This is an optimization exercise on Yosys and OpenROAD, whose aim is small area, not a production implementation.
Function was checked by simulation only, so behaviour that the tests miss may differ from the original.
Power and IR drop assume default switching activity.

==> v30 <==
==> flow/design.v <==
module rf_wr_next (
    input  logic        s0,
    input  logic        s1,
    input  logic        h,
    input  logic [31:0] d0,
    input  logic [31:0] d1,
    input  logic [31:0] v,
    output logic [31:0] nqNext
);
    assign nqNext = ~(({32{s0}} & d0) | ({32{s1}} & d1) | ({32{h}} & v));
endmodule
module rf_rd_aoi (
    input  logic [2:0]  s,
    input  logic [31:0] d0,
    input  logic [31:0] d1,
    input  logic [31:0] d2,
    output logic [31:0] n
);
    assign n = ~(({32{s[0]}} & d0) | ({32{s[1]}} & d1) | ({32{s[2]}} & d2));
endmodule
module banco_registradores_multiporta (
    input  logic        clk,
    input  logic        reset,
    input  logic        clear,
    input  logic        we0,
    input  logic [4:0]  waddr0,
    input  logic [31:0] wdata0,
    input  logic        we1,
    input  logic [4:0]  waddr1,
    input  logic [31:0] wdata1,
    input  logic [9:0]  raddr,
    output logic [63:0] rdata,
    output logic        busy
);
    logic       clearing;
    logic [4:0] clrCnt;
    always_ff @(posedge clk) begin
        if (reset) begin
            clearing <= 1'b1;
            clrCnt   <= 5'd0;
        end else if (clearing) begin
            clrCnt <= clrCnt + 5'd1;
            if (clrCnt == 5'd31) clearing <= 1'b0;
        end else if (clear) begin
            clearing <= 1'b1;
            clrCnt   <= 5'd0;
        end
    end
    assign busy = clearing;
    logic wr0Ok, wr1Ok;
    assign wr0Ok = we0 && (waddr0 != 5'd0) && !clearing;
    assign wr1Ok = we1 && (waddr1 != 5'd0) && !clearing;
    logic [31:1] sel0, sel1, hold;
    logic [31:0] nq     [1:31];
    logic [31:0] nqNext [1:31];
    logic [31:0] val    [0:32];
    assign val[31] = wdata0;
    assign val[32] = wdata1;
    genvar i;
    generate
        for (i = 1; i < 32; i++) begin : g_reg
            assign sel1[i] = wr1Ok && (waddr1 == 5'(i));
            assign sel0[i] = wr0Ok && (waddr0 == 5'(i)) && !sel1[i];
            assign hold[i] = !clearing && !sel0[i] && !sel1[i];
            rf_wr_next u_next (
                .s0(sel0[i]), .s1(sel1[i]), .h(hold[i]),
                .d0(wdata0), .d1(wdata1), .v(val[i-1]), .nqNext(nqNext[i]));
            always_ff @(posedge clk) nq[i] <= nqNext[i];
            assign val[i-1] = ~nq[i];
        end
    endgenerate
    genvar k, g;
    generate
        for (k = 0; k < 2; k++) begin : g_rd
            logic [4:0]  ra;
            logic        raOk, byp1, byp0, bypAny;
            logic [32:0] rsel;
            logic [31:0] grp [0:10];
            assign ra     = raddr[k*5 +: 5];
            assign raOk   = (ra != 5'd0) && !clearing;
            assign byp1   = wr1Ok && (waddr1 == ra);
            assign byp0   = wr0Ok && (waddr0 == ra) && !byp1;
            assign bypAny = byp1 || byp0;
            for (g = 0; g < 31; g++) begin : g_sel
                assign rsel[g] = raOk && !bypAny && (ra == 5'(g + 1));
            end
            assign rsel[31] = byp0;
            assign rsel[32] = byp1;
            for (g = 0; g < 11; g++) begin : g_grp
                rf_rd_aoi u_aoi (
                    .s(rsel[3*g +: 3]), .d0(val[3*g]), .d1(val[3*g+1]), .d2(val[3*g+2]),
                    .n(grp[g]));
            end
            assign rdata[k*32 +: 32] = ~(grp[0] & grp[1] & grp[2] & grp[3] & grp[4] & grp[5] &
                                         grp[6] & grp[7] & grp[8] & grp[9] & grp[10]);
        end
    endgenerate
endmodule
==> flow/run.sh <==
#!/bin/bash
# synth_recipe.tcl (not shown) runs the flow's synth.tcl, then flattens the netlist and writes it again
# the make line also repeats each setting of config.mk as NAME=value (left out here)
make -C /OpenROAD-flow-scripts/flow DESIGN_CONFIG=/design/flow/config.mk WORK_HOME=/design/flow/orfs CLKGATE_MAP_FILE= SYNTH_SCRIPT=/design/flow/synth_recipe.tcl finish
==> flow/config.mk <==
export PLATFORM = sky130hd
export DESIGN_NAME = banco_registradores_multiporta
export DESIGN_NICKNAME = banco_registradores_multiporta
export VERILOG_FILES = /design/flow/design.v
export SDC_FILE = /design/flow/constraint.sdc
export NUM_CORES = 4
export LEC_CHECK = 0
export ABC_AREA = 1
export CAP_MARGIN = 20
export CORE_MARGIN = 2
export CORE_UTILIZATION = 30
export SLEW_MARGIN = 20
export SYNTH_HIERARCHICAL = 1
export SYNTH_MINIMUM_KEEP_SIZE = 0
==> flow/constraint.sdc <==
create_clock -name core_clock -period 10.0 [get_ports {clk}]
set_input_delay 2.0000 -clock core_clock [delete_from_list [all_inputs] [get_ports {clk}]]
set_output_delay 2.0000 -clock core_clock [all_outputs]
set_load 0.01 [all_outputs]
==> v32: changes against v30 <==
--- a/flow/design.v
+++ b/flow/design.v
@@ -1,22 +1,20 @@
-module rf_wr_next (
-    input  logic        s0,
-    input  logic        s1,
-    input  logic        h,
-    input  logic [31:0] d0,
-    input  logic [31:0] d1,
-    input  logic [31:0] v,
-    output logic [31:0] nqNext
+module rf_wr_bit (
+    input  logic s0,
+    input  logic s1,
+    input  logic h,
+    input  logic d0,
+    input  logic d1,
+    input  logic v,
+    output logic nqNext
 );
-    assign nqNext = ~(({32{s0}} & d0) | ({32{s1}} & d1) | ({32{h}} & v));
+    assign nqNext = ~((s0 & d0) | (s1 & d1) | (h & v));
 endmodule
 module rf_rd_aoi (
-    input  logic [2:0]  s,
-    input  logic [31:0] d0,
-    input  logic [31:0] d1,
-    input  logic [31:0] d2,
-    output logic [31:0] n
+    input  logic [2:0] s,
+    input  logic [2:0] d,
+    output logic       n
 );
-    assign n = ~(({32{s[0]}} & d0) | ({32{s[1]}} & d1) | ({32{s[2]}} & d2));
+    assign n = ~((s[0] & d[0]) | (s[1] & d[1]) | (s[2] & d[2]));
 endmodule
 module banco_registradores_multiporta (
     input  logic        clk,
@@ -56,15 +54,17 @@
     logic [31:0] val    [0:32];
     assign val[31] = wdata0;
     assign val[32] = wdata1;
-    genvar i;
+    genvar i, b;
     generate
         for (i = 1; i < 32; i++) begin : g_reg
             assign sel1[i] = wr1Ok && (waddr1 == 5'(i));
             assign sel0[i] = wr0Ok && (waddr0 == 5'(i)) && !sel1[i];
             assign hold[i] = !clearing && !sel0[i] && !sel1[i];
-            rf_wr_next u_next (
-                .s0(sel0[i]), .s1(sel1[i]), .h(hold[i]),
-                .d0(wdata0), .d1(wdata1), .v(val[i-1]), .nqNext(nqNext[i]));
+            for (b = 0; b < 32; b++) begin : g_bit
+                rf_wr_bit u_next (
+                    .s0(sel0[i]), .s1(sel1[i]), .h(hold[i]),
+                    .d0(wdata0[b]), .d1(wdata1[b]), .v(val[i-1][b]), .nqNext(nqNext[i][b]));
+            end
             always_ff @(posedge clk) nq[i] <= nqNext[i];
             assign val[i-1] = ~nq[i];
         end
@@ -87,9 +87,11 @@
             assign rsel[31] = byp0;
             assign rsel[32] = byp1;
             for (g = 0; g < 11; g++) begin : g_grp
-                rf_rd_aoi u_aoi (
-                    .s(rsel[3*g +: 3]), .d0(val[3*g]), .d1(val[3*g+1]), .d2(val[3*g+2]),
-                    .n(grp[g]));
+                for (b = 0; b < 32; b++) begin : g_bit
+                    rf_rd_aoi u_aoi (
+                        .s(rsel[3*g +: 3]), .d({val[3*g+2][b], val[3*g+1][b], val[3*g][b]}),
+                        .n(grp[g][b]));
+                end
             end
             assign rdata[k*32 +: 32] = ~(grp[0] & grp[1] & grp[2] & grp[3] & grp[4] & grp[5] &
                                          grp[6] & grp[7] & grp[8] & grp[9] & grp[10]);
--- a/flow/config.mk
+++ b/flow/config.mk
@@ -5,8 +5,9 @@
 export SDC_FILE = /design/flow/constraint.sdc
 export NUM_CORES = 4
 export LEC_CHECK = 0
-export ABC_AREA = 1
 export CAP_MARGIN = 20
+export CELL_PAD_IN_SITES_DETAIL_PLACEMENT = 1
+export CELL_PAD_IN_SITES_GLOBAL_PLACEMENT = 1
 export CORE_MARGIN = 2
 export CORE_UTILIZATION = 30
 export SLEW_MARGIN = 20
==> results.txt <==
Against v32, the via count of v30 is higher by about 47%.
Fmax: v32 is lower than v30 (3.4%).
Core utilization: v32 is higher than v30 (4.1 points).
Against v32, the area after synthesis of v30 is larger by about 60%.
Of v32 and v30, v30 has the higher die area (gap about 37%, measured against v30).
==> figures <==
quantity                                                    v32           v30
Status                                 timing/DRC/antenna clean  timing/DRC/antenna clean
End point of the critical path                        rdata[27]     rdata[55]
Layout clock buffer count                                   167           185
Final worst hold slack                                 0.507 ns      0.461 ns
Comb. pwr                                              0.323 mW      0.321 mW
Post-synthesis instance area                       0.0447 sq mm  0.0708 sq mm
First-iteration detailed-routing DRC count                15910         11449
Fraction of area in non-clock buffers                     6.61%         4.76%
Maximum vdd drop                                       0.141 mV      0.143 mV
Maximum fanout count along the critical path                 24            27
Routed len/inst                                    40.7 microns  20.6 microns
Largest net degree at the start of global routing            40            35

-- afterwards: timing with drivers on the ports --
The flow's constraints put no driver on any port. The routed layouts listed below were extracted and timed again, unchanged, in two steps. Step 1 sets driving cells, clkbuf_16 on the clock port and buf_2 on the other inputs (assumed; they add their load-dependent delay and slew). Step 2 also shifts input and output timing later by t, the mid clock arrival at the registers, as if the neighbouring blocks saw the same clock. Three values: ideal, step 1, step 2; two values: the first two.
run	t (ns)	setup WS [ns]	worst setup path after step 2
v30	0.907	0.929 / 0.904 / 0.904	input to output
v32	0.842	0.610 / 0.386 / 0.386	input to output
After both steps setup and hold are still met in every run listed. For v32, which loses most, drivers alone change the setup slack by -0.224 ns; drivers and shift together by -0.224 ns.
